Context: an optimization exercise on an open-source flow, tuned for small area, a short achievable clock period and few clock cycles per item. The choices shown serve that exercise and are no tape-out recipe.
Function was checked by simulation only, so behaviour that the tests miss may differ from the original.
Power figures rest on the tool's default switching activity, not on a simulated workload.

[design/flow/config.mk]
export PLATFORM = sky130hd
export DESIGN_NAME = double_ended_queue_unit
export DESIGN_NICKNAME = double_ended_queue_unit
export VERILOG_FILES = /design/flow/design.v
export SDC_FILE = /design/flow/constraint.sdc
export NUM_CORES = 4
export LEC_CHECK = 0
export CAP_MARGIN = 20
export CORE_MARGIN = 2
export CORE_UTILIZATION = 40
export CTS_CLUSTER_DIAMETER = 60
export CTS_CLUSTER_SIZE = 25
export SETUP_SLACK_MARGIN = 3.0
export SLEW_MARGIN = 20
[design/flow/constraint.sdc]
create_clock -name core_clock -period 5.0 [get_ports {clk}]
set_input_delay 1.0000 -clock core_clock [delete_from_list [all_inputs] [get_ports {clk}]]
set_output_delay 1.0000 -clock core_clock [all_outputs]
set_load 0.01 [all_outputs]
[design/flow/design.v]
package deq_pkg;
  localparam int DEQ_DEPTH = 16;
  localparam int WORD_W    = 32;
  typedef enum logic [1:0] {
    OP_PUSH_FRONT = 2'd0,
    OP_PUSH_BACK  = 2'd1,
    OP_POP_FRONT  = 2'd2,
    OP_POP_BACK   = 2'd3
  } deq_op_t;
  typedef enum logic [1:0] {
    ST_DONE  = 2'd0,
    ST_EMPTY = 2'd1,
    ST_FULL  = 2'd2
  } deq_status_t;
  typedef struct packed {
    logic                     add_front;
    logic                     add_back;
    logic                     take_front;
    logic                     take_back;
    logic signed [WORD_W-1:0] word;
  } cell_ctrl_t;
endpackage
module deq_cell (
  input  logic                              clk,
  input  logic                              we,
  input  logic signed [deq_pkg::WORD_W-1:0] wdata,
  output logic signed [deq_pkg::WORD_W-1:0] data
);
  always_ff @(posedge clk) begin
    if (we) data <= wdata;
  end
endmodule
module double_ended_queue_unit #(
  parameter int DEPTH = deq_pkg::DEQ_DEPTH,
  parameter int CNT_W = $clog2(DEPTH + 1)
) (
  input  logic                              clk,
  input  logic                              rst_n,
  input  logic                              in_valid,
  output logic                              in_ready,
  input  logic [1:0]                        in_func,
  input  logic signed [deq_pkg::WORD_W-1:0] in_value,
  output logic                              out_valid,
  input  logic                              out_ready,
  output logic signed [deq_pkg::WORD_W-1:0] out_popped,
  output logic [1:0]                        out_status,
  output logic [CNT_W-1:0]                  out_occupancy
);
  localparam int PTR_W = DEPTH / 2;   
  localparam int W     = deq_pkg::WORD_W;
  logic [CNT_W-1:0] cnt_r;
  logic             full_r, empty_r;
  logic [PTR_W-1:0] hd_r, bk_r;
  logic [DEPTH-1:0] hd_oh, bk_oh;
  logic             a1_valid_r;
  logic [DEPTH-1:0] a1_sel_r;
  logic             a1_pe_r;
  logic [1:0]       a1_status_r;
  logic [CNT_W-1:0] a1_occ_r;
  logic             a2_valid_r, in_ready_r;
  logic             a2_rdf_r, a2_rdb_r, a2_pe_r;
  logic [1:0]       a2_status_r;
  logic [CNT_W-1:0] a2_occ_r;
  logic             w_valid_r, w_blk_r, w_back_r;
  logic [W-1:0]     w_data_r;
  logic             out_valid_r;
  logic [W-1:0]     popped_r;
  logic [1:0]       status_r;
  logic [CNT_W-1:0] occ_r;
  logic             accept, push_ok, pop_f, pop_b;
  logic [DEPTH-1:0] new_sel, a2_sel;
  logic [1:0]       status_nxt;
  logic [CNT_W-1:0] occ_nxt;
  logic             out_free, a1_go, w_write;
  logic [W-1:0]     mem [DEPTH];
  logic [DEPTH-1:0] we;
  logic [W-1:0]     a1_word;
  assign in_ready = in_ready_r;
  assign accept   = in_valid && in_ready_r;   
  assign out_free = !out_valid_r || out_ready;
  assign a1_go    = out_free && a1_valid_r;
  assign push_ok  = accept && !in_func[1] && !full_r;
  assign pop_f    = accept && in_func[1] && !in_func[0] && !empty_r;
  assign pop_b    = accept && in_func[1] &&  in_func[0] && !empty_r;
  assign w_write  = w_valid_r && !w_blk_r;
  function automatic logic [DEPTH-1:0] jdec(input logic [PTR_W-1:0] j);
    jdec[0]     = !j[PTR_W-1] && !j[0];
    jdec[PTR_W] =  j[PTR_W-1] &&  j[0];
    for (int k = 1; k < PTR_W; k++) begin
      jdec[k]         =  j[k-1] && !j[k];
      jdec[PTR_W + k] = !j[k-1] &&  j[k];
    end
  endfunction
  function automatic logic [PTR_W-1:0] jinc(input logic [PTR_W-1:0] j);
    jinc = {j[PTR_W-2:0], !j[PTR_W-1]};
  endfunction
  function automatic logic [PTR_W-1:0] jdecr(input logic [PTR_W-1:0] j);
    jdecr = {!j[0], j[PTR_W-1:1]};
  endfunction
  assign hd_oh = jdec(hd_r);
  assign bk_oh = jdec(bk_r);
  genvar g;
  generate
    for (g = 0; g < DEPTH; g++) begin : g_word
      assign we[g]     = w_write && (w_back_r ? bk_oh[g] : hd_oh[g]);
      assign a2_sel[g] = (a2_rdf_r && hd_oh[(g + 1) % DEPTH]) ||
                         (a2_rdb_r && bk_oh[(g + DEPTH - 1) % DEPTH]);
      deq_cell u_cell (
        .clk   (clk),
        .we    (we[g]),
        .wdata (w_data_r),
        .data  (mem[g])
      );
    end
  endgenerate
  assign new_sel = ({DEPTH{pop_f}} & hd_oh) | ({DEPTH{pop_b}} & bk_oh);
  always_comb begin
    a1_word = {W{a1_pe_r}};
    for (int i = 0; i < DEPTH; i++) begin
      a1_word = a1_word | (mem[i] & {W{a1_sel_r[i]}});
    end
  end
  always_comb begin
    status_nxt = deq_pkg::ST_DONE;
    occ_nxt    = cnt_r;
    if (!in_func[1]) begin
      if (full_r) status_nxt = deq_pkg::ST_FULL;
      else        occ_nxt    = cnt_r + CNT_W'(1);
    end else begin
      if (empty_r) status_nxt = deq_pkg::ST_EMPTY;
      else         occ_nxt    = cnt_r - CNT_W'(1);
    end
  end
  always_ff @(posedge clk) begin
    if (!rst_n) begin
      cnt_r   <= '0;
      full_r  <= 1'b0;
      empty_r <= 1'b1;
      hd_r    <= '0;                         
      bk_r    <= PTR_W'(1) << (PTR_W - 1);   
    end else begin
      if (accept) begin
        cnt_r   <= occ_nxt;
        full_r  <= (occ_nxt == CNT_W'(DEPTH));
        empty_r <= (occ_nxt == '0);
      end
      if (push_ok && !in_func[0]) hd_r <= jdecr(hd_r);
      if (pop_f)                  hd_r <= jinc(hd_r);
      if (push_ok &&  in_func[0]) bk_r <= jinc(bk_r);
      if (pop_b)                  bk_r <= jdecr(bk_r);
    end
  end
  always_ff @(posedge clk) begin
    if (!rst_n) begin
      a1_valid_r  <= 1'b0;
      a2_valid_r  <= 1'b0;
      in_ready_r  <= 1'b1;
      out_valid_r <= 1'b0;
    end else begin
      if (out_free) out_valid_r <= a1_valid_r;
      if (a1_go) begin
        a1_valid_r <= a2_valid_r || accept;
        a2_valid_r <= 1'b0;
        in_ready_r <= 1'b1;
      end else if (accept) begin
        a1_valid_r <= 1'b1;
        a2_valid_r <= a1_valid_r;
        in_ready_r <= !a1_valid_r;
      end
    end
  end
  always_ff @(posedge clk) begin
    if (a1_go && a2_valid_r) begin
      a1_sel_r    <= a2_sel;
      a1_pe_r     <= a2_pe_r;
      a1_status_r <= a2_status_r;
      a1_occ_r    <= a2_occ_r;
    end else if (a1_go || !a1_valid_r) begin
      a1_sel_r    <= new_sel;
      a1_pe_r     <= in_func[1] && empty_r;
      a1_status_r <= status_nxt;
      a1_occ_r    <= occ_nxt;
    end
  end
  always_ff @(posedge clk) begin
    if (!a2_valid_r) begin
      a2_rdf_r    <= pop_f;
      a2_rdb_r    <= pop_b;
      a2_pe_r     <= in_func[1] && empty_r;
      a2_status_r <= status_nxt;
      a2_occ_r    <= occ_nxt;
    end
  end
  always_ff @(posedge clk) begin
    if (out_free) begin
      popped_r <= a1_word;
      status_r <= a1_status_r;
      occ_r    <= a1_occ_r;
    end
  end
  always_ff @(posedge clk) begin
    if (!rst_n) begin
      w_valid_r <= 1'b0;
      w_blk_r   <= 1'b0;
    end else begin
      if (push_ok) begin
        w_valid_r <= 1'b1;
        w_blk_r   <= a1_valid_r && !a1_go && (a1_sel_r != '0);
      end else if (w_write) begin
        w_valid_r <= 1'b0;
      end else if (a1_go) begin
        w_blk_r   <= 1'b0;
      end
    end
  end
  always_ff @(posedge clk) begin
    if (!w_blk_r) begin
      w_data_r <= in_value;
      w_back_r <= in_func[0];
    end
  end
  assign out_valid     = out_valid_r;
  assign out_popped    = popped_r;
  assign out_status    = status_r;
  assign out_occupancy = occ_r;
endmodule
[design/flow/flow/run.sh]
#!/bin/bash
# The standard layout (standard.sh, all ORFS steps), except that the port
# buffers are buf_2 cells instead of the cell buffer_ports picks by itself.
# make's output goes to standard.log; each ORFS step logs under orfs/logs/.
set -euo pipefail
export BUFFER_PORTS_ARGS="-buffer_cell sky130_fd_sc_hd__buf_2"
bash standard.sh > standard.log 2>&1
[design/flow/standard.sh]
#!/bin/bash
# synth_recipe.tcl (not shown) runs the flow's synth.tcl, then flattens the netlist and writes it again
# the make line also repeats each setting of config.mk as NAME=value (left out here)
make -C /OpenROAD-flow-scripts/flow DESIGN_CONFIG=/design/flow/config.mk WORK_HOME=/design/flow/orfs CLKGATE_MAP_FILE= SYNTH_SCRIPT=/design/flow/synth_recipe.tcl "${@:-finish}"
==> results of run 1 <==
==> synth_stat cells, drive strengths merged (3+ instances only) <==
library cell  instances
nor3                  3
a311oi                7
a221oi               16
nand4                33
a222oi               39
nor2                 38
nor2b                36
o21ai                 4
nand3                35
and3                  4
a22oi               207
nand2                34
inv                   9
mux2i                15
a32oi                 4
a2111o               32
edfxtp              616
nor4                  5
buf                  12
xnor2                 4
mux2                  7
clkbuf               81
dfxtp                29
a21oi                26
==> through the flow <==
step | hold WS, ns | instances
after global placement | 0.415 | 2112
final | 0.424 | 2220
after detailed placement | 0.409 | 2113
after floorplan | 0.400 | 1318
after global routing | 0.435 | 2220
after CTS | 0.429 | 2218
==> area by class of cell <==
| class | instances | area [sq um] |
|---|---|---|
| Sequential cell | 645 | 19100 |
| Timing Repair Buffer | 143 | 1030 |
| Tap cell | 773 | 967 |
| Clock buffer | 45 | 1080 |
| Fill cell | 4950 | 31700 |
| Inverter | 10 | 47.5 |
| Clock inverter | 30 | 399 |
| Multi-Input combinational cell | 574 | 4400 |
==> cell usage in the layout (no fill, tap or decap), types with 3 or more instances in the layout <==
| cell | count |
|---|---|
| sky130_fd_sc_hd__inv_12 | 4 |
| sky130_fd_sc_hd__xnor2_1 | 4 |
| sky130_fd_sc_hd__nor2_1 | 21 |
| sky130_fd_sc_hd__inv_1 | 6 |
| sky130_fd_sc_hd__a221oi_1 | 14 |
| sky130_fd_sc_hd__inv_6 | 8 |
| sky130_fd_sc_hd__clkbuf_16 | 43 |
| sky130_fd_sc_hd__nor2_4 | 21 |
| sky130_fd_sc_hd__a21oi_1 | 24 |
| sky130_fd_sc_hd__mux2i_1 | 11 |
| sky130_fd_sc_hd__mux2_2 | 5 |
| sky130_fd_sc_hd__clkinv_8 | 6 |
| sky130_fd_sc_hd__nand2_2 | 4 |
| sky130_fd_sc_hd__buf_2 | 74 |
| sky130_fd_sc_hd__nand3_1 | 35 |
| sky130_fd_sc_hd__buf_4 | 47 |
| sky130_fd_sc_hd__dfxtp_1 | 25 |
| sky130_fd_sc_hd__nor2b_1 | 35 |
| sky130_fd_sc_hd__clkinv_1 | 3 |
| sky130_fd_sc_hd__buf_12 | 5 |
| sky130_fd_sc_hd__mux2i_2 | 4 |
| sky130_fd_sc_hd__edfxtp_1 | 616 |
| sky130_fd_sc_hd__a22oi_1 | 206 |
| sky130_fd_sc_hd__nand2_1 | 29 |
| sky130_fd_sc_hd__clkinvlp_4 | 3 |
| sky130_fd_sc_hd__nor4_1 | 4 |
| sky130_fd_sc_hd__a2111o_1 | 32 |
| sky130_fd_sc_hd__buf_6 | 15 |
| sky130_fd_sc_hd__a222oi_1 | 39 |
| sky130_fd_sc_hd__o21ai_0 | 3 |
| sky130_fd_sc_hd__a311oi_1 | 6 |
| sky130_fd_sc_hd__nand4_1 | 33 |
| sky130_fd_sc_hd__a32oi_1 | 3 |
| sky130_fd_sc_hd__dfxtp_2 | 4 |
==> power by group through the flow <==
| stage | sequential [uW] | clock (uW) | combinational, uW |
|---|---|---|---|
| global route | 6200 | 4070 | 659 |
| finish | 6180 | 3790 | 608 |
| floorplan | 6300 | 0 | 316 |
| global placement | 6300 | 0 | 585 |
| detailed placement | 6310 | 0 | 585 |
| CTS | 6180 | 3860 | 604 |
==> cell families (layout without fill, tap and decap cells) <==
family          Yosys count  count (layout)  share of synthesized area, %
mux                      22              22                         0.969
simple gates            199             203                          4.48
flops                   645             645                          80.8
buf+inv                 103             228                          1.80
fa+ha+maj                 2               2                         0.106
xor+xnor                  5               5                         0.185
compound gates          342             342                          11.7
==> flip-flops by register name (all words and copies together), names as in the netlist, 2 cells and up <==
signal,flops
g_word.u_cell.data,512
popped_r,32
w_data_r,32
a1_sel_r,16
bk_r,8
hd_r,8
a1_occ_r,5
a2_occ_r,5
cnt_r,5
occ_r,5
status_r,2
==> path summary, 6_finish.rpt <==
check                                  from                   endpoint  slack, ns  cells past startpoint
worst max-delay path            status_r[0]              out_status[0]       2.85                      1
worst min-delay path            a1_occ_r[4]                   occ_r[4]       0.42                      0
worst max register to register      hd_r[2]  g_word[3].u_cell.data[11]       3.01                      4
worst min register to register  a1_occ_r[4]                   occ_r[4]       0.42                      0
==> layer usage <==
layer | GRT usage, % | vias to the layer above
met5 | 0 | -
met4 | 5.32 | 0
met3 | 3.06 | 78
met2 | 32.3 | 626
met1 | 28.3 | 6808
li1 | - | 5697
==> timing repair <==
action                                  in CTS  in global routing
hold endpoints to repair                     0                  0
hold buffers                                 0                  0
resized for setup                           13                 23
setup buffers                               26                  2
endpoints found under the setup margin     544                218
cloned                                       4                  0
pin swaps                                   11                  5
==> parameters.txt, run 1 <==
Parameter                              Value

Global route
  Wire length of the first global-routing pass    between 80 and 90 mm
  Initial antenna violation count    0
  Vias in the first global route    13099
  Global route overflow    0
  Combined global-route utilization of all metal layers    20.0%
  Pin count of the biggest net entering global routing    40

Floorplan
  Height of the die    approximately 250 um
  Die Wd    247 um
  Effective utilization at floorplan    40.2%
  Number of placed I/O pins    79
  Number of rows in the core area    89
  Die outline area    ~0.061 sq mm
  Core outline area    0.0587 sq mm

Placed design
  Post-detailed-placement cell area    0.0251 sq mm
  Number of buffers inserted by port buffering    78
  Weighted congestion at the end of routability-driven global placement    a little under 0.8
  Worst setup timing slack at the placement stage    between 2 and 2.5 ns
  DP Wirelength    between 30 and 40 mm

Synth
  Most used flip-flop cell after synthesis    sky130_fd_sc_hd__edfxtp_1
  Number of flops mapped to enable cells by yosys    a little over 600
  Post-Synthesis Cell Area    between 0.02 and 0.025 sq mm
  Post-synthesis net count    1358
  Async S/R FF share, synth    0%
  Number of flip-flops and latches in the synthesized netlist    645
  Portion of synthesized cell area occupied by the leading cell type    about four fifths
  Yosys warns    3
  Post-synth cell types    53
  Post-Synthesis Mean Instance Area    between 15 and 20 sq um
  Gate Count Post-Synth    approximately 1300
  Sequential element share of the synthesized area    between 80 and 90%
  Largest area contributor in the synthesized netlist    sky130_fd_sc_hd__edfxtp_1
  Synth area leaders    sky130_fd_sc_hd__edfxtp_1 78%, sky130_fd_sc_hd__a22oi_1 6.5%, sky130_fd_sc_hd__dfxtp_1 2.5%, sky130_fd_sc_hd__a222oi_1 1.7%, sky130_fd_sc_hd__a2111o_1 1.5%

Outcome
  Status  timing/DRC/antenna clean

Worst setup path
  Data arrival time of the critical path    ~1.2 ns
  Largest stage delay on the critical path    about 0.42 ns
  Worst Path Max Fanout    1
  Category of the most critical setup path    reg2out
  Buffers plus inverters on the worst setup path    1
  Worst setup SP type    flop
  Max stage delay cell, worst path    sky130_fd_sc_hd__edfxtp_1
  Required time at the worst-slack endpoint    4.00 ns
  CP delay by family, top    flip-flops
  Critical Path End Type    output pin
  List of cells traversed by the critical path    buf_2

STA
  RSZ-0062 raised after global routing    true
  Slew HR    51.6%
  Final worst clock skew    between 0.03 and 0.04 ns
  Top achievable clock speed    approximately 470 MHz
  Transition time at the pin with the least slew margin    0.726 ns
  Setup violation total in the final timing report    0
  Count of endpoints failing hold in the final timing report    0
  Period utilization    42.9%
  Minimum period implied by the final worst setup slack    between 2 and 2.5 ns
  Total Neg Setup Slack    0 ns
  Worst setup slack after layout    roughly 2.9 ns
  Total count of max-transition violations in the final report    0

Route
  Sum of met2 wire segment lengths after detailed routing    slightly below 30 mm
  Detailed-route via count    ~13000
  Highest Signal Layer    met4
  Drt drc    0
  First-pass iteration count of the detailed router    6
  Detailed Route WL    ~60 mm
  Wire length the detailed router placed on met1    25.5 mm
  DRT antenna net count    0
  Final routed wire length divided by cell count    approximately 27 um
  Via-per-instance ratio    5.95
  Detailed-routed wire length on met3    around 4.8 mm
  Number of DRC violations after detailed-routing iteration 0    1544

Finish
  Number of antenna repair diodes    0
  Post-Layout Inst Area    ~0.027 sq mm
  Share of cells above drive strength 1    between 10% and 20%
  # nets final    approximately 1500
  Post-layout util    a little under half
  Synth-to-Final Area Change    14.4%

Hold path
  Hold Crit Class    reg2reg

CTS
  Clock transition at the register clock pins on the worst setup and hold paths after CTS    ~0.08 ns
  Maximum level of the CTS H-tree    2
  Insertion delay of the later-clocked pin in the worst-skew pair    a little under 0.6 ns
  CTS tree    yes
  Root buf cell    sky130_fd_sc_hd__clkbuf_16
  Number of buffers on the longest clock path    3
  Number of CTS-inserted buffers    42
  Number of clock sinks    between 600 and 700

Power and ir drop
  Comb power frac    under 10%
  Sequential fraction of design power    approximately three fifths
  VDD IR max    between 0.3 and 0.4 mV
  Pwr dens    391 mW/mm^2
  Cell Int Power    between 8000 and 9000 uW
  Overall power after layout    around 11000 uW
  Fraction of power spent switching nets    between 20% and 30%
  Leak pwr    around 0.0087 uW
  Switching component of the power    2470 uW
  Clock power share    between 30% and 40%

Flow run
  Number of violations of the max-capacitance limit    0
Testbench counts, summed over its fixed seeds: cycles 24,016, items 24,000.
==> run 2, diff against run 1 <==
--- a/design/flow/config.mk
+++ b/design/flow/config.mk
@@ -8,7 +8,8 @@
 export CAP_MARGIN = 20
 export CORE_MARGIN = 2
-export CORE_UTILIZATION = 40
+export CORE_UTILIZATION = 65
 export CTS_CLUSTER_DIAMETER = 60
 export CTS_CLUSTER_SIZE = 25
+export PLACE_DENSITY = 0.75
 export SETUP_SLACK_MARGIN = 3.0
 export SLEW_MARGIN = 20
==> parameters.txt, run 2 <==
Parameter                              Value

Route
  Number of DRC violations after detailed-routing iteration 0    between 1500 and 2000
  Drt drc    0
  Detailed-routed wire length on met3    ~6.3 mm
  Detailed-route via count    ~13000
  First-pass iteration count of the detailed router    6
  Wire length the detailed router placed on met1    approximately 21 mm
  DRT antenna net count    0
  Sum of met2 wire segment lengths after detailed routing    approximately 27 mm
  Final routed wire length divided by cell count    about 30 um
  Highest Signal Layer    met4
  Detailed Route WL    around 56 mm
  Via-per-instance ratio    roughly 7.0

Synth
  Library cell with the highest instance count after synthesis    sky130_fd_sc_hd__edfxtp_1
  Number of flip-flops and latches in the synthesized netlist    ~650
  Post-synthesis net count    1358
  Post-Synthesis Cell Area    around 0.024 sq mm
  Portion of synthesized cell area occupied by the leading cell type    approximately four fifths
  Yosys warns    3
  Most used flip-flop cell after synthesis    sky130_fd_sc_hd__edfxtp_1
  Number of flops mapped to enable cells by yosys    616
  Largest area contributor in the synthesized netlist    sky130_fd_sc_hd__edfxtp_1
  Top cells by count, synth    616 x sky130_fd_sc_hd__edfxtp_1, 206 x sky130_fd_sc_hd__a22oi_1, 80 x sky130_fd_sc_hd__clkbuf_1
  Synth area leaders    sky130_fd_sc_hd__edfxtp_1 78%, sky130_fd_sc_hd__a22oi_1 6.5%, sky130_fd_sc_hd__dfxtp_1 2.5%, sky130_fd_sc_hd__a222oi_1 1.7%, sky130_fd_sc_hd__a2111o_1 1.5%
  Gate Count Post-Synth    1318
  Post-synth cell types    53
  Async S/R FF share, synth    0%
  Sequential element share of the synthesized area    about four fifths
  Post-Synthesis Mean Instance Area    between 15 and 20 sq um

STA
  Count of endpoints failing hold in the final timing report    0
  Top achievable clock speed    about 470 MHz
  Minimum period implied by the final worst setup slack    between 2 and 2.5 ns
  Total count of max-transition violations in the final report    0
  Transition time at the pin with the least slew margin    between 0.8 and 0.9 ns
  Period utilization    about 42%
  Final worst clock skew    0.0386 ns
  RSZ-0062 raised after global routing    true
  Total Neg Setup Slack    0 ns
  Setup violation total in the final timing report    0
  Slew HR    about 40%

CTS
  Root buf cell    sky130_fd_sc_hd__clkbuf_16
  Hold Buf Count CTS    0
  CTS tree    yes
  Clock transition at the register clock pins on the worst setup and hold paths after CTS    around 0.090 ns
  Number of CTS-inserted buffers    38
  Insertion delay of the later-clocked pin in the worst-skew pair    0.59 ns
  Number of clock sinks    between 600 and 700
  Maximum level of the CTS H-tree    2
  Number of buffers on the longest clock path    3

Finish
  Synth-to-Final Area Change    13.0%
  Most flop-heavy register    g_word.u_cell.data
  Number of antenna repair diodes    0
  Max reg flops    between 500 and 600
  Biggest registers after layout    g_word.u_cell.data x512, popped_r x32, w_data_r x32
  Commonest cells after routing, fill and taps aside    616 x sky130_fd_sc_hd__edfxtp_1, 206 x sky130_fd_sc_hd__a22oi_1, 76 x sky130_fd_sc_hd__buf_2, 50 x sky130_fd_sc_hd__buf_4, 40 x sky130_fd_sc_hd__clkbuf_16
  Layout Cells excl Fill    ~1900
  Share of cells above drive strength 1    roughly a fifth
  # nets final    ~1500
  Most common cell after layout, fill and taps aside    sky130_fd_sc_hd__edfxtp_1

Power and ir drop
  Comb power frac    ~6%
  Clock power share    between 30 and 40%
  Fraction of power spent switching nets    between 20% and 30%
  Switching component of the power    between 2000 and 2500 uW
  VDD IR max    approximately 0.27 mV
  Sequential fraction of design power    60.9%
  Cell Int Power    between 7000 and 8000 uW
  Pwr dens    between 300 and 400 mW/mm^2
  Leak pwr    around 0.0087 uW

Worst setup path
  Largest stage delay on the critical path    approximately 0.41 ns
  List of cells traversed by the critical path    buf_2
  Category of the most critical setup path    reg2out
  Max stage delay cell, worst path    sky130_fd_sc_hd__edfxtp_1
  Buffers plus inverters on the worst setup path    1
  Critical Path End Type    output pin
  Worst Path Max Fanout    1
  CP delay by family, top    flip-flops
  Required time at the worst-slack endpoint    4.00 ns
  Setup slack, reg-to-reg    about 3 ns
  Worst setup SP type    flop
  Data arrival time of the critical path    1.12 ns

Flow run
  Number of violations of the max-capacitance limit    0

Placed design
  DP Wirelength    approximately 29 mm
  DP Cell Count    ~1800
  Number of buffers inserted by port buffering    78
  Weighted congestion at the end of routability-driven global placement    0.865

Global route
  Global route overflow    0
  Initial antenna violation count    0
  Combined global-route utilization of all metal layers    between 20% and 30%
  Pin count of the biggest net entering global routing    40
  Wire length of the first global-routing pass    roughly 83 mm
  Vias in the first global route    ~13000

Floorplan
  Number of placed I/O pins    ~80
  Number of rows in the core area    a little under 70
  Die outline area    between 0.03 and 0.04 sq mm
  Die Wd    roughly 200 um
  Core outline area    approximately 0.036 sq mm
  Height of the die    slightly below 200 um
  Effective utilization at floorplan    roughly 66%

Hold path
  Hold Crit Class    reg2reg

Outcome
  Status  timing/DRC/antenna clean
[run 2: cell counts after synthesis]
No cell type changed its count.
[run 2: cell type report]
type,count,area [sq um]
multi-input combinational,574,4390
timing repair inverter,1,7.51
clock inverter,23,249
tap,461,577
sequential,645,19100
clock buffer,43,1000
fill,2046,8970
timing repair buffer,159,1330
inverter,10,50.0
[run 2: routing by layer]
| layer | global-route usage (%) | vias up |
|---|---|---|
| li1 | - | 5701 |
| met1 | 42.1 | 6644 |
| met2 | 48.3 | 921 |
| met3 | 6.02 | 112 |
| met4 | 9.43 | 0 |
| met5 | 0 | - |
[run 2: final timing paths]
path / from / end / depth (start not counted)
worst min register to register: a1_occ_r[0] / occ_r[0] / 0
worst max register to register: hd_r[7] / g_word[15].u_cell.data[18] / 4
worst min-delay path: a1_occ_r[0] / occ_r[0] / 0
worst max-delay path: popped_r[19] / out_popped[19] / 1
[run 2: cells by family after synthesis]
logic type / synth area share [%]
flip-flops: 80.8
XOR/XNOR: 0.185
AND/OR/NAND/NOR: 4.48
buffers and inverters: 1.80
adder cells (fa/ha/maj): 0.106
multiplexers: 0.969
AO/OA/AOI/OAI: 11.7
[run 2: power groups by stage]
stage | Combinational (uW) | Clock, uW | Sequential, uW
floorplan | 316 | 0 | 6300
global placement | 548 | 0 | 6300
detailed placement | 559 | 0 | 6310
CTS | 589 | 3370 | 6180
global route | 651 | 3570 | 6200
finish | 609 | 3350 | 6180
[run 2: stage by stage]
stage / hold WS (ns) / total power, uW / worst slack (ns) / util (%) / area, sq um
after floorplan: 0.400 / 6610 / 2.32 / - / 23900
after CTS: 0.430 / 10100 / 2.85 / 74.2 / 26500
after global routing: 0.431 / 10400 / 2.83 / 74.9 / 26700
final: 0.429 / 10100 / 2.88 / 74.9 / 26700
after detailed placement: 0.411 / 6870 / 1.90 / 69.3 / 24700
after global placement: 0.405 / 6850 / 2.00 / 69.0 / 24600
[run 2: what timing repair did]
| action | 4_1_cts | 5_1_grt |
|---|---|---|
| pin swaps | 16 | 6 |
| gates cloned | 5 | 1 |
| resized for setup | 11 | 27 |
| buffers inserted | 38 | 9 |
| setup endpoints to repair | 595 | 274 |
==> run 3, diff against run 2 <==
==> design/flow/flow/run.sh (replaced) <==
#!/bin/bash
set -euo pipefail
export BUFFER_PORTS_ARGS="-buffer_cell sky130_fd_sc_hd__buf_2"
export CTS_ARGS="-sink_clustering_enable -repair_clock_nets -sink_clustering_size 25 -sink_clustering_max_diameter 60 -dont_use_dummy_load"
bash standard.sh > standard.log 2>&1
==> parameters.txt, run 3 <==
Parameter                              Value

Route
  Drt drc    0
  DRT antenna net count    0
  First-pass iteration count of the detailed router    8
  Final routed wire length divided by cell count    around 30 um
  Via-per-instance ratio    7.12
  Detailed Route WL    56.7 mm
  Number of DRC violations after detailed-routing iteration 0    about 1800
  Detailed-route via count    13434

Finish
  Post-Layout Inst Area    about 0.026 sq mm
  Total of fill cells in the finished design    about 2100
  Most flop-heavy register    g_word.u_cell.data
  Synth-to-Final Area Change    11.9%
  Most common cell after layout, fill and taps aside    sky130_fd_sc_hd__edfxtp_1
  Biggest registers after layout    g_word.u_cell.data x512, popped_r x32, w_data_r x32
  Max reg flops    just over 500
  Number of antenna repair diodes    0
  # nets final    between 1000 and 1500
  Share of cells above drive strength 1    approximately 18%
  Commonest cells after routing, fill and taps aside    616 x sky130_fd_sc_hd__edfxtp_1, 206 x sky130_fd_sc_hd__a22oi_1, 76 x sky130_fd_sc_hd__buf_2, 47 x sky130_fd_sc_hd__buf_4

Synth
  Async S/R FF share, synth    0%
  Yosys warns    3
  Most used flip-flop cell after synthesis    sky130_fd_sc_hd__edfxtp_1
  Number of flops mapped to enable cells by yosys    about 600
  Mux contribution to synthesized area    less than 1%
  Simple-gate portion of the synthesized area    approximately 4.5%
  Post-Synthesis Cell Area    around 0.024 sq mm
  Combinational family with the most area after synthesis    compound AO/OA/AOI/OAI gates
  Post-synthesis share of cell area spent on full adders, half adders and majority gates    less than 1%
  Gate Count Post-Synth    between 1000 and 1500
  Largest area contributor in the synthesized netlist    sky130_fd_sc_hd__edfxtp_1
  Library cell with the highest instance count after synthesis    sky130_fd_sc_hd__edfxtp_1
  Portion of synthesized cell area occupied by the leading cell type    78.3%
  Post-synthesis compound-gate area fraction    between 10% and 20%
  Synth area leaders    sky130_fd_sc_hd__edfxtp_1 78%, sky130_fd_sc_hd__a22oi_1 6.5%, sky130_fd_sc_hd__dfxtp_1 2.5%, sky130_fd_sc_hd__a222oi_1 1.7%, sky130_fd_sc_hd__a2111o_1 1.5%
  Sequential element share of the synthesized area    between 80% and 90%
  Number of flip-flops and latches in the synthesized netlist    about 650
  Post-Synthesis Mean Instance Area    roughly 18 sq um
  Post-synthesis net count    ~1400
  Parity-gate share of the synthesized area counting xor and xnor cells    less than 1%
  Post-synth cell types    53
  Top cells by count, synth    616 x sky130_fd_sc_hd__edfxtp_1, 206 x sky130_fd_sc_hd__a22oi_1, 80 x sky130_fd_sc_hd__clkbuf_1

Power and ir drop
  VDD IR max    around 0.22 mV
  Leak pwr    0.00856 uW
  Pwr dens    about 370 mW/mm^2

Global route
  Initial antenna violation count    0
  Pin count of the biggest net entering global routing    40
  Combined global-route utilization of all metal layers    a little under a third
  Wire length of the first global-routing pass    between 80 and 90 mm
  Vias in the first global route    around 13000
  Global route overflow    0

STA
  Slew HR    a little under two fifths
  Total count of max-transition violations in the final report    0
  Count of endpoints failing hold in the final timing report    0
  Period utilization    42.2%
  Setup violation total in the final timing report    0
  Final worst clock skew    between 0.06 and 0.07 ns
  RSZ-0062 raised after global routing    true
  Top achievable clock speed    approximately 470 MHz
  Minimum period implied by the final worst setup slack    between 2 and 2.5 ns
  Total Neg Setup Slack    0 ns
  Transition time at the pin with the least slew margin    approximately 0.9 ns

Hold path
  Hold wc startpoint    a1_occ_r[0]
  End point of the most critical hold path    occ_r[0]
  Hold Crit Depth    0
  Hold Crit Class    reg2reg

CTS
  CTS tree    yes
  Maximum level of the CTS H-tree    2
  Insertion delay of the later-clocked pin in the worst-skew pair    0.58 ns
  Hold Buf Count CTS    0
  Number of clock sinks    around 650
  Clock transition at the register clock pins on the worst setup and hold paths after CTS    approximately 0.090 ns
  Number of CTS-inserted buffers    38
  Root buf cell    sky130_fd_sc_hd__clkbuf_16
  Number of buffers on the longest clock path    3

Worst setup path
  Worst Path Max Fanout    1
  Startpoint of the worst register-to-register path    hd_r[0]
  Worst setup SP type    flop
  Required time at the worst-slack endpoint    4.00 ns
  End of the worst register-to-register path    g_word[9].u_cell.data[4]
  R2R cell count    4
  Max stage delay cell, worst path    sky130_fd_sc_hd__edfxtp_1
  Category of the most critical setup path    reg2out
  Largest stage delay on the critical path    0.40 ns
  CP delay by family, top    flip-flops
  Data arrival time of the critical path    ~1.1 ns
  Critical Path End Type    output pin
  Buffers plus inverters on the worst setup path    1
  Setup slack, reg-to-reg    ~3.1 ns
  List of cells traversed by the critical path    buf_2

Floorplan
  Core outline area    between 0.03 and 0.04 sq mm
  Die outline area    0.0379 sq mm
  Die Wd    around 190 um
  Height of the die    roughly 190 um
  Effective utilization at floorplan    between 60% and 70%
  Number of placed I/O pins    between 70 and 80
  Number of rows in the core area    just under 70

Placed design
  Number of buffers inserted by port buffering    slightly below 80
  Post-detailed-placement cell area    ~0.025 sq mm
  DP Wirelength    28.9 mm
  Weighted congestion at the end of routability-driven global placement    a little under 0.9

Outcome
  Status  timing/DRC/antenna clean

Flow run
  Number of violations of the max-capacitance limit    0
==> run 3: cell counts after synthesis <==
No cell type changed its count.
==> run 3: kinds of logic (layout without fill, tap and decap cells) <==
family | count (synthesis) | in the layout
flops | 645 | 645
compound gates | 342 | 342
simple gates | 199 | 204
buf+inv | 103 | 207
mux | 22 | 22
xor+xnor | 5 | 5
fa+ha+maj | 2 | 2
==> run 3: timing repair <==
action / in CTS / in global routing
buffers inserted: 36 / 10
gates cloned: 5 / 2
gates resized for setup: 15 / 18
pin swaps: 12 / 8
endpoints found under the setup margin: 595 / 217
==> run 3: metrics by stage <==
| step | hold slack (ns) | setup WS (ns) | total power (uW) | instances | util, % |
|---|---|---|---|---|---|
| 2_1_floorplan | 0.400 | 2.32 | 6610 | 1318 | - |
| 3_3_place_gp | 0.405 | 2.00 | 6850 | 1793 | 69.0 |
| 3_5_place_dp | 0.411 | 1.90 | 6870 | 1797 | 69.3 |
| 4_1_cts | 0.428 | 2.88 | 9700 | 1876 | 73.5 |
| 5_1_grt | 0.429 | 2.85 | 9970 | 1888 | 74.1 |
| 6_report | 0.429 | 2.89 | 9710 | 1888 | 74.1 |
==> run 3: worst max-delay path by stage <==
stage                 startpoint                         end  slack, ns  cells past startpoint
finish              popped_r[11]              out_popped[11]       2.89                      1
global route        popped_r[11]              out_popped[11]       2.85                      1
CTS                 popped_r[11]              out_popped[11]       2.88                      1
detailed placement       w_blk_r   g_word[11].u_cell.data[4]       1.90                      4
global placement         w_blk_r  g_word[11].u_cell.data[22]       2.00                      4
floorplan              out_ready                 a1_occ_r[0]       2.32                      6
==> run 3: layout make-up <==
class	instances	area [sq um]	area share (%)
Timing Repair inverter	1	7.51	0.0284
Tap cell	461	577	2.18
Timing Repair Buffer	158	1370	5.18
Multi-Input combinational cell	575	4390	16.6
Clock buffer	38	951	3.60
Inverter	10	50.0	0.189
Sequential cell	645	19100	72.2
==> run 3: where the power goes <==
part	total [uW]	internal [uW]	switching (uW)
Sequential	6180	6070	112
Clock	2930	1350	1570
Combinational	607	235	372
Total	9710	7660	2060
==> run 3: layer usage <==
layer / global-route usage [%] / part of all wire (%) / routed length [um] / vias up
met2: 48.7 / 48 / 27200 / 866
li1: - / - / - / 5671
met4: 8.92 / 3.1 / 1770 / 0
met1: 42.2 / 38 / 21600 / 6787
met3: 6.23 / 11 / 6250 / 110
met5: 0 / 0 / 0 / -
==> run 4, diff against run 3 <==
--- a/design/flow/config.mk
+++ b/design/flow/config.mk
@@ -12,4 +12,4 @@
 export CTS_CLUSTER_SIZE = 25
 export PLACE_DENSITY = 0.75
-export SETUP_SLACK_MARGIN = 3.0
+export SETUP_SLACK_MARGIN = 3.3
 export SLEW_MARGIN = 20
==> parameters.txt, run 4 <==
Parameter                              Value

STA
  Worst hold margin    about 0.44 ns
  Period utilization    between 40% and 50%
  Slew HR    between 50% and 60%
  RSZ-0062 raised after global routing    true
  Final worst clock skew    ~0.075 ns
  Setup violation total in the final timing report    0
  Count of endpoints failing hold in the final timing report    0
  Total Neg Setup Slack    0 ns
  Total count of max-transition violations in the final report    0
  Minimum period implied by the final worst setup slack    2.14 ns
  Top achievable clock speed    467 MHz
  Transition time at the pin with the least slew margin    about 0.72 ns

Worst setup path
  Data arrival time of the critical path    1.14 ns
  Largest stage delay on the critical path    between 0.4 and 0.5 ns
  Category of the most critical setup path    reg2out
  Max stage delay cell, worst path    sky130_fd_sc_hd__edfxtp_1
  CP delay by family, top    flip-flops
  List of cells traversed by the critical path    buf_2
  Required time at the worst-slack endpoint    4.00 ns
  Worst setup SP type    flop
  Critical Path End Type    output pin
  Buffers plus inverters on the worst setup path    1
  Worst Path Max Fanout    1

Finish
  Total of fill cells in the finished design    between 1000 and 1500
  Layout Cells excl Fill    2036
  Most flop-heavy register    g_word.u_cell.data
  Synth-to-Final Area Change    26.3%
  Most common cell after layout, fill and taps aside    sky130_fd_sc_hd__edfxtp_1
  Share of cells above drive strength 1    about a third
  # nets final    1616
  Post-Layout Inst Area    0.0298 sq mm
  Max reg flops    ~510
  Combined area of the multi-input logic cells    0.00509 sq mm
  Biggest registers after layout    g_word.u_cell.data x512, popped_r x32, w_data_r x32
  Seq. cell area    between 0.015 and 0.02 sq mm
  Commonest cells after routing, fill and taps aside    616 x sky130_fd_sc_hd__edfxtp_1, 161 x sky130_fd_sc_hd__a22oi_1, 73 x sky130_fd_sc_hd__buf_2, 68 x sky130_fd_sc_hd__clkbuf_16, 63 x sky130_fd_sc_hd__buf_6

Synth
  Post-synthesis compound-gate area fraction    approximately an eighth
  Sequential element share of the synthesized area    80.8%
  Post-synth cell types    between 50 and 60
  Post-synthesis share of cell area spent on full adders, half adders and majority gates    less than 1%
  Number of flops mapped to enable cells by yosys    616
  Post-Synthesis Cell Area    0.0236 sq mm
  Combinational family with the most area after synthesis    compound AO/OA/AOI/OAI gates
  Gate Count Post-Synth    between 1000 and 1500
  Most used flip-flop cell after synthesis    sky130_fd_sc_hd__edfxtp_1
  Synth area leaders    sky130_fd_sc_hd__edfxtp_1 78%, sky130_fd_sc_hd__a22oi_1 6.5%, sky130_fd_sc_hd__dfxtp_1 2.5%, sky130_fd_sc_hd__a222oi_1 1.7%, sky130_fd_sc_hd__a2111o_1 1.5%
  Post-Synthesis Mean Instance Area    about 18 sq um
  Largest area contributor in the synthesized netlist    sky130_fd_sc_hd__edfxtp_1
  Post-synthesis net count    about 1400
  Number of flip-flops and latches in the synthesized netlist    645
  Mux contribution to synthesized area    less than 1%
  Async S/R FF share, synth    0%
  Library cell with the highest instance count after synthesis    sky130_fd_sc_hd__edfxtp_1
  Portion of synthesized cell area occupied by the leading cell type    between 70% and 80%
  Yosys warns    3
  Simple-gate portion of the synthesized area    approximately 4.5%
  Top cells by count, synth    616 x sky130_fd_sc_hd__edfxtp_1, 206 x sky130_fd_sc_hd__a22oi_1, 80 x sky130_fd_sc_hd__clkbuf_1
  Parity-gate share of the synthesized area counting xor and xnor cells    less than 1%

Route
  Detailed-route via count    15929
  Number of DRC violations after detailed-routing iteration 0    2930
  Detailed Route WL    roughly 79 mm
  Drt drc    0
  Final routed wire length divided by cell count    about 39 um
  First-pass iteration count of the detailed router    8
  DRT antenna net count    0
  Via-per-instance ratio    about 8

CTS
  Number of clock sinks    645
  Insertion delay of the later-clocked pin in the worst-skew pair    just under 0.6 ns
  Clock transition at the register clock pins on the worst setup and hold paths after CTS    0.08 ns
  Number of CTS-inserted buffers    39
  Maximum level of the CTS H-tree    2
  Number of buffers on the longest clock path    3
  CTS tree    yes
  Root buf cell    sky130_fd_sc_hd__clkbuf_16
  Hold Buf Count CTS    0

Placed design
  DP Cell Count    between 1500 and 2000
  Post-detailed-placement cell area    about 0.025 sq mm
  Number of buffers inserted by port buffering    between 70 and 80
  Weighted congestion at the end of routability-driven global placement    0.855
  DP Wirelength    ~30 mm

Floorplan
  Number of rows in the core area    69
  Core outline area    roughly 0.036 sq mm
  Die outline area    ~0.038 sq mm
  Effective utilization at floorplan    about two thirds
  Height of the die    slightly below 200 um
  Number of placed I/O pins    a little under 80
  Die Wd    195 um

Hold path
  Hold Crit Class    reg2reg

Global route
  Pin count of the biggest net entering global routing    40
  Wire length of the first global-routing pass    ~94 mm
  Combined global-route utilization of all metal layers    about 34%
  Vias in the first global route    14222
  Initial antenna violation count    2
  Global route overflow    0

Flow run
  Number of violations of the max-capacitance limit    0

Power and ir drop
  VDD IR max    0.312 mV
  Pwr dens    approximately 340 mW/mm^2
  Leak pwr    between 0.009 and 0.01 uW

Outcome
  Status  timing/DRC/antenna clean
## run 4: cell count changes in the layout (fill, tap and decap cells not counted), sizes merged
cell | before | now
buf | 157 | 276
bufbuf | 0 | 2
clkbuf | 39 | 68
diode | 0 | 1
nor2 | 42 | 39
## run 4: cell type report
type	instances	area share [%]
Sequential cell	645	64.0
Multi-Input combinational cell	572	17.1
Timing Repair Buffer	307	13.5
Clock buffer	39	3.27
Tap cell	461	1.93
Inverter	10	0.180
Timing Repair inverter	1	0.0252
Antenna cell	1	0.00839
## run 4: timing repair
action | in CTS | in global routing
resized for setup | 189 | 148
gates cloned | 19 | 34
setup buffers | 95 | 48
endpoints found under the setup margin | 686 | 610
pin swaps | 60 | 88
## run 4: through the flow
stage                     power [uW]  worst slack (ns)  utilization, %
after floorplan                 6620              2.32               -
after global placement          6860              2.12            69.2
after detailed placement        6880              2.16            69.7
after CTS                       9850              2.90            78.4
after global routing           10300              2.85            83.7
final                          10100              2.86            83.7
## run 4: final timing paths
check,endpoint,start,cells after the start,slack (ns)
hold / removal,occ_r[1],a1_occ_r[1],0,0.44
hold reg to reg,occ_r[1],a1_occ_r[1],0,0.44
setup reg to reg,popped_r[6],a1_sel_r[3],5,2.88
setup / recovery,out_occupancy[3],occ_r[3],1,2.86
## run 4: where the power goes
part,switching [uW],total (uW),leakage [uW],internal (uW)
clock network,1680,3070,0.000481,1390
registers,136,6210,0.00597,6070
logic,487,853,0.00346,366
total,2300,10100,0.00992,7830
## run 4: kinds of logic (layout without fill, tap and decap cells)
family | Yosys count | in the layout
AOI/OAI and AO/OA | 342 | 342
xor gates and xnor gates | 5 | 5
adders and majority gates | 2 | 2
buffers and inverters | 103 | 357
DFF | 645 | 645
muxes | 22 | 22
other | 0 | 1
and+or+nand+nor | 199 | 201
## run 4: metal layers
layer | GRT usage (%) | routed length (um) | part of all wire, % | vias to the layer above
li1 | - | - | - | 5988
met1 | 47.9 | 24700 | 31 | 7794
met2 | 54.6 | 36100 | 46 | 1703
met3 | 7.31 | 12800 | 16 | 442
met4 | 12.6 | 5560 | 7.0 | 2
met5 | 0 | 9 | 0.011 | -
==> run 5, diff against run 4 <==
--- a/design/flow/config.mk
+++ b/design/flow/config.mk
@@ -8,8 +8,8 @@
 export CAP_MARGIN = 20
 export CORE_MARGIN = 2
-export CORE_UTILIZATION = 65
+export CORE_UTILIZATION = 75
 export CTS_CLUSTER_DIAMETER = 60
 export CTS_CLUSTER_SIZE = 25
-export PLACE_DENSITY = 0.75
-export SETUP_SLACK_MARGIN = 3.3
+export PLACE_DENSITY = 0.85
+export SETUP_SLACK_MARGIN = 3.0
 export SLEW_MARGIN = 20
==> parameters.txt, run 5 <==
Parameter                              Value

Global route
  Combined global-route utilization of all metal layers    37.6%
  Pin count of the biggest net entering global routing    36
  Initial antenna violation count    1
  Vias in the first global route    14267
  Global route overflow    0
  Wire length of the first global-routing pass    roughly 89 mm

Synth
  Post-synth cell types    53
  Async S/R FF share, synth    0%
  Yosys warns    3
  Most used flip-flop cell after synthesis    sky130_fd_sc_hd__edfxtp_1
  Library cell with the highest instance count after synthesis    sky130_fd_sc_hd__edfxtp_1
  Post-synthesis net count    between 1000 and 1500
  Post-synthesis share of cell area spent on full adders, half adders and majority gates    0.106%
  Portion of synthesized cell area occupied by the leading cell type    about 80%
  Top cells by count, synth    616 x sky130_fd_sc_hd__edfxtp_1, 206 x sky130_fd_sc_hd__a22oi_1, 80 x sky130_fd_sc_hd__clkbuf_1
  Combinational family with the most area after synthesis    compound AO/OA/AOI/OAI gates
  Post-Synthesis Cell Area    about 0.024 sq mm
  Largest area contributor in the synthesized netlist    sky130_fd_sc_hd__edfxtp_1
  Number of flip-flops and latches in the synthesized netlist    ~650
  Post-synthesis compound-gate area fraction    roughly an eighth
  Mux contribution to synthesized area    less than 1%
  Post-Synthesis Mean Instance Area    roughly 18 sq um
  Gate Count Post-Synth    around 1300
  Parity-gate share of the synthesized area counting xor and xnor cells    less than 1%
  Simple-gate portion of the synthesized area    about 4.5%
  Number of flops mapped to enable cells by yosys    616
  Synth area leaders    sky130_fd_sc_hd__edfxtp_1 78%, sky130_fd_sc_hd__a22oi_1 6.5%, sky130_fd_sc_hd__dfxtp_1 2.5%, sky130_fd_sc_hd__a222oi_1 1.7%, sky130_fd_sc_hd__a2111o_1 1.5%
  Sequential element share of the synthesized area    between 80% and 90%

CTS
  Number of clock sinks    between 600 and 700
  Number of CTS-inserted buffers    36
  Insertion delay of the later-clocked pin in the worst-skew pair    ~0.56 ns
  Root buf cell    sky130_fd_sc_hd__clkbuf_16
  CTS tree    yes
  Maximum level of the CTS H-tree    2
  Clock transition at the register clock pins on the worst setup and hold paths after CTS    approximately 0.090 ns
  Hold Buf Count CTS    0
  Number of buffers on the longest clock path    3

Finish
  Commonest cells after routing, fill and taps aside    616 x sky130_fd_sc_hd__edfxtp_1, 205 x sky130_fd_sc_hd__a22oi_1, 74 x sky130_fd_sc_hd__buf_2, 48 x sky130_fd_sc_hd__buf_4, 41 x sky130_fd_sc_hd__clkbuf_16
  Max reg flops    around 500
  Layout Cells excl Fill    1825
  Most common cell after layout, fill and taps aside    sky130_fd_sc_hd__edfxtp_1
  Post-layout util    between 80% and 90%
  Synth-to-Final Area Change    12.1%
  Biggest registers after layout    g_word.u_cell.data x512, popped_r x32, w_data_r x32
  # nets final    roughly 1500
  Most flop-heavy register    g_word.u_cell.data
  Number of antenna repair diodes    0
  Total of fill cells in the finished design    approximately 1200
  Share of cells above drive strength 1    18.8%

Route
  Detailed-route via count    14587
  Drt drc    0
  Final routed wire length divided by cell count    roughly 36 um
  Detailed Route WL    around 66 mm
  Number of DRC violations after detailed-routing iteration 0    about 2800
  DRT antenna net count    0
  First-pass iteration count of the detailed router    6
  Via-per-instance ratio    around 8

STA
  Period utilization    around 45%
  Transition time at the pin with the least slew margin    0.754 ns
  Final worst clock skew    between 0.04 and 0.05 ns
  Minimum period implied by the final worst setup slack    2.26 ns
  Total count of max-transition violations in the final report    0
  Total Neg Setup Slack    0 ns
  Top achievable clock speed    443 MHz
  Setup violation total in the final timing report    0
  Count of endpoints failing hold in the final timing report    0
  RSZ-0062 raised after global routing    true
  Slew HR    between 40% and 50%

Worst setup path
  Required time at the worst-slack endpoint    5.27 ns
  Critical Path End Type    flop
  Data arrival time of the critical path    ~2.5 ns
  Start point of the critical path    out_ready
  Startpoint of the worst register-to-register path    bk_r[0]
  Worst Path Max Fanout    10
  Category of the most critical setup path    in2reg
  Worst setup SP type    input pin

Floorplan
  Effective utilization at floorplan    76.6%
  Number of placed I/O pins    79
  Core outline area    0.0308 sq mm
  Die outline area    0.0329 sq mm
  Die Wd    approximately 180 um
  Height of the die    ~180 um
  Number of rows in the core area    64

Power and ir drop
  Pwr dens    ~370 mW/mm^2
  Leak pwr    0.00863 uW
  Overall power after layout    approximately 10000 uW
  VDD IR max    between 0.3 and 0.4 mV

Placed design
  DP Cell Count    approximately 1700
  Weighted congestion at the end of routability-driven global placement    0.872
  DP Wirelength    between 30 and 40 mm
  Number of buffers inserted by port buffering    just under 80

Hold path
  Hold Crit Class    reg2reg
  Hold wc startpoint    a1_occ_r[2]

Outcome
  Status  timing/DRC/antenna clean

Flow run
  Number of violations of the max-capacitance limit    0
## run 5: cell count changes in the layout (fill, tap and decap cells not counted), moves of 17 or more
cell | previous run | this run
sky130_fd_sc_hd__nor2b_2 | 17 | 0
sky130_fd_sc_hd__nor2b_1 | 17 | 35
sky130_fd_sc_hd__buf_12 | 56 | 18
sky130_fd_sc_hd__buf_6 | 63 | 14
sky130_fd_sc_hd__a22oi_2 | 46 | 2
sky130_fd_sc_hd__clkbuf_16 | 68 | 41
sky130_fd_sc_hd__a22oi_1 | 161 | 205
## run 5: final cells by class
class                      instances  area, sq um  area share [%]
clock buffer                      36          901            3.40
inverter                          10         50.0           0.189
multi-input combinational        574         4470            16.9
sequential                       645        19100            72.1
tap                              396          495            1.87
timing repair buffer             163         1460            5.50
timing repair inverter             1         7.51          0.0284
## run 5: what timing repair did
item,CTS,global route
gates cloned,5,6
setup endpoints to repair,610,209
buffers inserted,32,13
pin swaps,15,12
gates resized for setup,19,36
## run 5: critical path: stages
cell,delay (ns)
sky130_fd_sc_hd__buf_2,0.13
sky130_fd_sc_hd__nor2b_4,0.18
sky130_fd_sc_hd__clkinvlp_4,0.16
sky130_fd_sc_hd__buf_12,0.19
sky130_fd_sc_hd__nand2_4,0.10
sky130_fd_sc_hd__nor2_4,0.08
sky130_fd_sc_hd__buf_12,0.19
sky130_fd_sc_hd__a221oi_1,0.36
sky130_fd_sc_hd__a21oi_1,0.14
## run 5: kinds of logic after synthesis
group / count (synthesis)
adder cells (fa/ha/maj): 2
buffers and inverters: 103
multiplexers: 22
AO/OA/AOI/OAI: 342
AND/OR/NAND/NOR: 199
XOR/XNOR: 5
flip-flops: 645
## run 5: through the flow
step	cell area (sq um)	hold WS, ns	setup slack [ns]
after global placement	24500	0.403	1.84
after global routing	26500	0.459	2.76
after CTS	26000	0.423	2.83
after floorplan	23900	0.400	2.32
final	26500	0.432	2.74
after detailed placement	24600	0.405	1.72
## run 5: power by group
part | internal, uW | switching (uW)
sequential | 6070 | 132
combinational | 243 | 413
clock | 1290 | 1600
total | 7600 | 2140
## run 5: final timing paths
kind	end	slack (ns)	cells past startpoint
min reg2reg	occ_r[2]	0.43	0
max reg2reg	g_word[1].u_cell.data[20]	2.87	5
max	a1_sel_r[13]	2.74	9
min	occ_r[2]	0.43	0
## run 5: routing by layer
metal / routed length (um) / up-vias / global-route usage (%) / share of wire (%)
li1: - / 5677 / - / -
met1: 20500 / 6961 / 50.7 / 31
met2: 31000 / 1631 / 60.0 / 47
met3: 10300 / 318 / 8.88 / 16
met4: 3860 / 0 / 16.5 / 5.9
met5: 0 / - / 0 / 0
==> run 6, diff against run 5 <==
--- a/design/flow/design.v
+++ b/design/flow/design.v
@@ -61,5 +61,4 @@
   logic             a2_rdf_r, a2_rdb_r, a2_pe_r;
   logic [1:0]       a2_status_r;
-  logic [CNT_W-1:0] a2_occ_r;
   logic             w_valid_r, w_blk_r, w_back_r;
   logic [W-1:0]     w_data_r;
@@ -175,5 +174,5 @@
       a1_pe_r     <= a2_pe_r;
       a1_status_r <= a2_status_r;
-      a1_occ_r    <= a2_occ_r;
+      a1_occ_r    <= cnt_r;
     end else if (a1_go || !a1_valid_r) begin
       a1_sel_r    <= new_sel;
@@ -189,5 +188,4 @@
       a2_pe_r     <= in_func[1] && empty_r;
       a2_status_r <= status_nxt;
-      a2_occ_r    <= occ_nxt;
     end
   end
--- a/design/flow/config.mk
+++ b/design/flow/config.mk
@@ -8,8 +8,8 @@
 export CAP_MARGIN = 20
 export CORE_MARGIN = 2
-export CORE_UTILIZATION = 75
+export CORE_UTILIZATION = 65
 export CTS_CLUSTER_DIAMETER = 60
 export CTS_CLUSTER_SIZE = 25
-export PLACE_DENSITY = 0.85
+export PLACE_DENSITY = 0.75
 export SETUP_SLACK_MARGIN = 3.0
 export SLEW_MARGIN = 20
==> parameters.txt, run 6 <==
Parameter                              Value

Outcome
  Status  timing/DRC/antenna clean

CTS
  Maximum level of the CTS H-tree    2
  Number of clock sinks    640
  Number of CTS-inserted buffers    36
  Clock transition at the register clock pins on the worst setup and hold paths after CTS    roughly 0.10 ns
  CTS tree    yes
  Root buf cell    sky130_fd_sc_hd__clkbuf_16
  Number of buffers on the longest clock path    3
  Hold Buf Count CTS    0
  Insertion delay of the later-clocked pin in the worst-skew pair    0.56 ns

STA
  Total Neg Setup Slack    0 ns
  Transition time at the pin with the least slew margin    around 0.85 ns
  Count of endpoints failing hold in the final timing report    0
  Slew HR    about 44%
  Total count of max-transition violations in the final report    0
  RSZ-0062 raised after global routing    true
  Setup violation total in the final timing report    0
  Period utilization    42.1%
  Minimum period implied by the final worst setup slack    2.11 ns
  Top achievable clock speed    about 470 MHz
  Worst hold margin    around 0.44 ns
  Final worst clock skew    between 0.05 and 0.06 ns

Hold path
  Hold Crit Class    reg2reg

Placed design
  DP Cell Count    between 1500 and 2000
  DP Wirelength    roughly 30 mm
  Weighted congestion at the end of routability-driven global placement    around 0.85
  Number of buffers inserted by port buffering    slightly below 80

Floorplan
  Die Wd    between 150 and 200 um
  Number of placed I/O pins    between 70 and 80
  Effective utilization at floorplan    between 60% and 70%
  Die outline area    roughly 0.038 sq mm
  Number of rows in the core area    just under 70
  Core outline area    ~0.036 sq mm
  Height of the die    roughly 190 um

Synth
  Post-synthesis net count    around 1400
  Post-Synthesis Mean Instance Area    ~18 sq um
  Portion of synthesized cell area occupied by the leading cell type    just under 80%
  Post-Synthesis Cell Area    ~0.023 sq mm
  Most used flip-flop cell after synthesis    sky130_fd_sc_hd__edfxtp_1
  Largest area contributor in the synthesized netlist    sky130_fd_sc_hd__edfxtp_1
  Library cell with the highest instance count after synthesis    sky130_fd_sc_hd__edfxtp_1
  Post-synth cell types    48
  Number of flip-flops and latches in the synthesized netlist    between 600 and 700
  Yosys warns    3
  Gate Count Post-Synth    between 1000 and 1500
  Sequential element share of the synthesized area    80.8%
  Async S/R FF share, synth    0%
  Top cells by count, synth    611 x sky130_fd_sc_hd__edfxtp_1, 206 x sky130_fd_sc_hd__a22oi_1, 88 x sky130_fd_sc_hd__clkbuf_1
  Number of flops mapped to enable cells by yosys    around 610
  Synth area leaders    sky130_fd_sc_hd__edfxtp_1 78%, sky130_fd_sc_hd__a22oi_1 6.6%, sky130_fd_sc_hd__dfxtp_1 2.5%, sky130_fd_sc_hd__a222oi_1 1.7%, sky130_fd_sc_hd__a2111o_1 1.5%

Global route
  Global route overflow    0
  Combined global-route utilization of all metal layers    a little under a third
  Pin count of the biggest net entering global routing    34
  Initial antenna violation count    0
  Vias in the first global route    around 13000
  Wire length of the first global-routing pass    85.1 mm

Route
  Final routed wire length divided by cell count    31.0 um
  Detailed Route WL    about 60 mm
  Drt drc    0
  Number of DRC violations after detailed-routing iteration 0    between 2000 and 2500
  DRT antenna net count    0
  Via-per-instance ratio    just over 7
  Detailed-route via count    about 14000
  First-pass iteration count of the detailed router    7

Worst setup path
  Required time at the worst-slack endpoint    about 4.0 ns
  Buffers plus inverters on the worst setup path    1
  Worst Path Max Fanout    1
  Worst setup SP type    flop
  Critical Path End Type    output pin
  CP delay by family, top    flip-flops
  Data arrival time of the critical path    1.11 ns
  Max stage delay cell, worst path    sky130_fd_sc_hd__edfxtp_1
  Category of the most critical setup path    reg2out
  Largest stage delay on the critical path    around 0.42 ns
  List of cells traversed by the critical path    buf_2

Power and ir drop
  Fraction of power spent switching nets    21.2%
  Sequential fraction of design power    between 60% and 70%
  Overall power after layout    9560 uW
  Comb power frac    under 10%
  Leak pwr    around 0.0086 uW
  Clock power share    between 20 and 30%
  Cell Int Power    approximately 7500 uW
  Switching component of the power    ~2000 uW
  VDD IR max    between 0.3 and 0.4 mV
  Pwr dens    around 360 mW/mm^2

Finish
  Biggest registers after layout    g_word.u_cell.data x512, popped_r x32, w_data_r x32
  Max reg flops    about 500
  # nets final    ~1500
  Commonest cells after routing, fill and taps aside    611 x sky130_fd_sc_hd__edfxtp_1, 206 x sky130_fd_sc_hd__a22oi_1, 77 x sky130_fd_sc_hd__buf_4, 75 x sky130_fd_sc_hd__buf_2, 39 x sky130_fd_sc_hd__a222oi_1
  Number of antenna repair diodes    0
  Most flop-heavy register    g_word.u_cell.data
  Share of cells above drive strength 1    about a fifth
  Synth-to-Final Area Change    12.4%
  Total of fill cells in the finished design    around 2100
  Most common cell after layout, fill and taps aside    sky130_fd_sc_hd__edfxtp_1
  Layout Cells excl Fill    about 1900

Flow run
  Number of violations of the max-capacitance limit    0
==> run 6: changes by cell type in the layout (fill, tap and decap cells not counted), moves of 6 or more <==
cell / previous run / this run
sky130_fd_sc_hd__buf_4: 48 / 77
sky130_fd_sc_hd__a221oi_1: 2 / 14
sky130_fd_sc_hd__a221oi_2: 13 / 3
sky130_fd_sc_hd__nor2b_1: 35 / 27
sky130_fd_sc_hd__buf_6: 14 / 8
sky130_fd_sc_hd__nor2_4: 20 / 26
==> run 6: power by group through the flow <==
| stage | clock, uW | combinational [uW] | sequential (uW) |
|---|---|---|---|
| after floorplan | 0 | 318 | 6240 |
| after global placement | 0 | 546 | 6250 |
| after detailed placement | 0 | 558 | 6260 |
| after CTS | 2830 | 588 | 6130 |
| after global routing | 3020 | 646 | 6150 |
| final | 2820 | 609 | 6130 |
==> run 6: kinds of logic (layout without fill, tap and decap cells) <==
logic type | Yosys count | after routing | share of synthesized area [%]
DFF | 640 | 640 | 80.8
AOI/OAI and AO/OA | 343 | 343 | 11.8
buffers and inverters | 103 | 224 | 1.70
xor gates and xnor gates | 9 | 9 | 0.337
adders and majority gates | 2 | 2 | 0.107
muxes | 16 | 16 | 0.694
and+or+nand+nor | 204 | 213 | 4.52
==> run 6: timing repair <==
item,CTS,global route
buffers inserted,33,31
hold endpoints to repair,0,0
setup endpoints to repair,590,236
cloned,10,0
pin swaps,15,19
gates resized for setup,17,16
==> run 6: layer usage <==
metal	vias to the layer above	part of all wire, %	routed length (um)	GRT usage (%)
met5	-	0	0	0
met4	0	3.9	2300	10.4
met3	152	13	7610	5.84
met2	985	46	27200	48.3
met1	6876	37	22000	44.5
li1	5719	-	-	-
==> run 6: stage by stage <==
stage                     setup slack (ns)  instance area, sq um  util, %
after global placement                1.94                 24500     68.9
after floorplan                       2.39                 23800        -
final                                 2.89                 26300     74.0
after CTS                             2.72                 25900     72.9
after detailed placement              1.83                 24600     69.1
after global routing                  2.86                 26300     74.0
==> run 6: final timing paths <==
| path | from | endpoint | slack [ns] | depth (start not counted) |
|---|---|---|---|---|
| worst min register to register | a1_occ_r[1] | occ_r[1] | 0.44 | 0 |
| worst max-delay path | popped_r[11] | out_popped[11] | 2.89 | 1 |
| worst max register to register | bk_r[7] | g_word[15].u_cell.data[11] | 2.99 | 5 |
| worst min-delay path | a1_occ_r[1] | occ_r[1] | 0.44 | 0 |
==> run 6: area by class of cell <==
type	count	area, sq um	area share (%)
Tap cell	461	577	2.19
Timing Repair inverter	1	7.51	0.0285
Multi-Input combinational cell	583	4450	16.9
Sequential cell	640	18900	72.0
Inverter	10	50.0	0.190
Timing Repair Buffer	177	1400	5.31
Clock buffer	36	901	3.42
Testbench counts of run 6, summed over its fixed seeds: cycles 24,016, items 24,000.
==> run 7, diff against run 6 <==
--- a/design/flow/config.mk
+++ b/design/flow/config.mk
@@ -12,4 +12,4 @@
 export CTS_CLUSTER_SIZE = 25
 export PLACE_DENSITY = 0.75
-export SETUP_SLACK_MARGIN = 3.0
+export SETUP_SLACK_MARGIN = 2.85
 export SLEW_MARGIN = 20
==> parameters.txt, run 7 <==
Parameter                              Value

STA
  RSZ-0062 raised after global routing    true
  Count of endpoints failing hold in the final timing report    0
  Total Neg Setup Slack    0 ns
  Setup violation total in the final timing report    0
  Minimum period implied by the final worst setup slack    about 2.1 ns
  Period utilization    42.8%
  Transition time at the pin with the least slew margin    a little over 0.8 ns
  Final worst clock skew    about 0.048 ns
  Slew HR    a little under half
  Worst setup slack after layout    roughly 2.9 ns
  Total count of max-transition violations in the final report    0
  Top achievable clock speed    ~470 MHz
  Worst hold margin    around 0.43 ns

Placed design
  Number of buffers inserted by port buffering    78
  DP Wirelength    a little under 30 mm
  Weighted congestion at the end of routability-driven global placement    about 0.87
  Worst setup timing slack at the placement stage    1.68 ns
  DP Cell Count    ~1800

Floorplan
  Number of placed I/O pins    slightly below 80
  Effective utilization at floorplan    between 60% and 70%
  Height of the die    slightly below 200 um
  Core outline area    around 0.036 sq mm
  Die outline area    approximately 0.038 sq mm
  Die Wd    194 um
  Number of rows in the core area    around 70

Power and ir drop
  Comb power frac    under 10%
  Fraction of power spent switching nets    about a fifth
  Switching component of the power    2020 uW
  Clock power share    a little under 30%
  Sequential fraction of design power    around 64%
  Cell Int Power    7560 uW
  VDD IR max    roughly 0.29 mV
  Pwr dens    approximately 370 mW/mm^2
  Leak pwr    ~0.0084 uW

Worst setup path
  Max stage delay cell, worst path    sky130_fd_sc_hd__edfxtp_1
  Buffers plus inverters on the worst setup path    1
  Worst Path Max Fanout    1
  Worst setup SP type    flop
  Critical Path End Type    output pin
  Category of the most critical setup path    reg2out
  Required time at the worst-slack endpoint    approximately 4 ns
  List of cells traversed by the critical path    buf_2
  CP delay by family, top    flip-flops
  Largest stage delay on the critical path    0.43 ns
  Data arrival time of the critical path    ~1.1 ns

Route
  Via-per-instance ratio    between 7 and 8
  Drt drc    0
  Final routed wire length divided by cell count    31.0 um
  DRT antenna net count    0
  Detailed-route via count    13627
  First-pass iteration count of the detailed router    6
  Detailed Route WL    58.3 mm
  Number of DRC violations after detailed-routing iteration 0    1863

Hold path
  Hold Crit Class    reg2reg

CTS
  Root buf cell    sky130_fd_sc_hd__clkbuf_16
  Maximum level of the CTS H-tree    2
  Number of CTS-inserted buffers    37
  CTS tree    yes
  Number of buffers on the longest clock path    3
  Insertion delay of the later-clocked pin in the worst-skew pair    ~0.56 ns
  Clock transition at the register clock pins on the worst setup and hold paths after CTS    around 0.090 ns
  Number of clock sinks    640

Synth
  Number of flip-flops and latches in the synthesized netlist    640
  Library cell with the highest instance count after synthesis    sky130_fd_sc_hd__edfxtp_1
  Async S/R FF share, synth    0%
  Post-Synthesis Cell Area    0.0234 sq mm
  Portion of synthesized cell area occupied by the leading cell type    78.3%
  Yosys warns    3
  Number of flops mapped to enable cells by yosys    around 610
  Post-Synthesis Mean Instance Area    17.8 sq um
  Synth area leaders    sky130_fd_sc_hd__edfxtp_1 78%, sky130_fd_sc_hd__a22oi_1 6.6%, sky130_fd_sc_hd__dfxtp_1 2.5%, sky130_fd_sc_hd__a222oi_1 1.7%, sky130_fd_sc_hd__a2111o_1 1.5%
  Post-synthesis net count    1357
  Gate Count Post-Synth    1317
  Sequential element share of the synthesized area    between 80% and 90%
  Top cells by count, synth    611 x sky130_fd_sc_hd__edfxtp_1, 206 x sky130_fd_sc_hd__a22oi_1, 88 x sky130_fd_sc_hd__clkbuf_1
  Post-synth cell types    48
  Largest area contributor in the synthesized netlist    sky130_fd_sc_hd__edfxtp_1
  Most used flip-flop cell after synthesis    sky130_fd_sc_hd__edfxtp_1

Finish
  Synth-to-Final Area Change    10.7%
  Most common cell after layout, fill and taps aside    sky130_fd_sc_hd__edfxtp_1
  Biggest registers after layout    g_word.u_cell.data x512, popped_r x32, w_data_r x32
  Layout Cells excl Fill    between 1500 and 2000
  Most flop-heavy register    g_word.u_cell.data
  Share of cells above drive strength 1    ~17%
  Commonest cells after routing, fill and taps aside    611 x sky130_fd_sc_hd__edfxtp_1, 206 x sky130_fd_sc_hd__a22oi_1, 78 x sky130_fd_sc_hd__buf_2, 55 x sky130_fd_sc_hd__buf_4
  # nets final    around 1500
  Number of antenna repair diodes    0
  Max reg flops    between 500 and 600

Global route
  Global routing met3 resource utilization    approximately 6.5%
  Grt peak-use layer    met2
  Wire length of the first global-routing pass    86.0 mm
  Initial antenna violation count    0
  Vias in the first global route    13525
  Grt met1 use    about 45%
  Pin count of the biggest net entering global routing    35
  Met2 Resource Use GR    48.4%
  Combined global-route utilization of all metal layers    between 30 and 40%
  Global route overflow    0

Outcome
  Status  timing/DRC/antenna clean

Flow run
  Number of violations of the max-capacitance limit    0
run 7: path summary, 6_finish.rpt:
path,start,endpoint,slack (ns),cells past startpoint
setup / recovery,popped_r[2],out_popped[2],2.86,1
hold / removal,a1_occ_r[0],occ_r[0],0.43,0
setup reg to reg,cnt_r[0],empty_r,2.88,7
hold reg to reg,a1_occ_r[0],occ_r[0],0.43,0
run 7: routing by layer:
metal  vias to the layer above  part of all wire, %  routed length (um)
li1                       5657                    -                   -
met1                      6778                   37               21300
met2                      1053                   47               27700
met3                       139                   13                7450
met4                         0                  3.1                1810
met5                         -                    0                   0
run 7: final cells by class:
type	count	area, sq um
fill	2129	9630
clock buffer	37	926
inverter	10	47.5
multi-input combinational	582	4410
timing repair buffer	149	1040
tap	461	577
sequential	640	18900
run 7: logic make-up (layout without fill, tap and decap cells):
kind of cell	count (synthesis)	after routing	synth area share, %
fa+ha+maj	2	2	0.107
buf+inv	103	196	1.70
flops	640	640	80.8
xor+xnor	9	9	0.337
simple gates	204	211	4.52
mux	16	16	0.694
compound gates	343	344	11.8
run 7: metrics by stage:
stage | area (sq um) | util, % | total power, uW
global route | 25900 | 72.9 | 9820
CTS | 25900 | 72.7 | 9590
floorplan | 23700 | - | 6550
global placement | 24500 | 68.9 | 6800
finish | 25900 | 72.9 | 9570
detailed placement | 24500 | 68.9 | 6810
run 7: power by group through the flow:
stage / Sequential, uW / Clock, uW / Combinational [uW]
floorplan: 6240 / 0 / 312
global placement: 6250 / 0 / 545
detailed placement: 6260 / 0 / 552
CTS: 6130 / 2880 / 580
global route: 6150 / 3050 / 626
finish: 6130 / 2850 / 590
run 7: what timing repair did:
action                                  CTS  global route
pin swaps                                12             3
cloned                                    7             1
setup buffers                            34             1
endpoints found under the setup margin  545           245
gates resized for setup                  18            10
hold buffers                              0             0

Setup slack of run 7, layout unchanged: 2.861 ns with ideal ports, 2.812 ns with driving cells assumed (clock clkbuf_16, inputs buf_2), 2.483 ns with port delays also shifted by the 0.587 ns mid clock arrival.
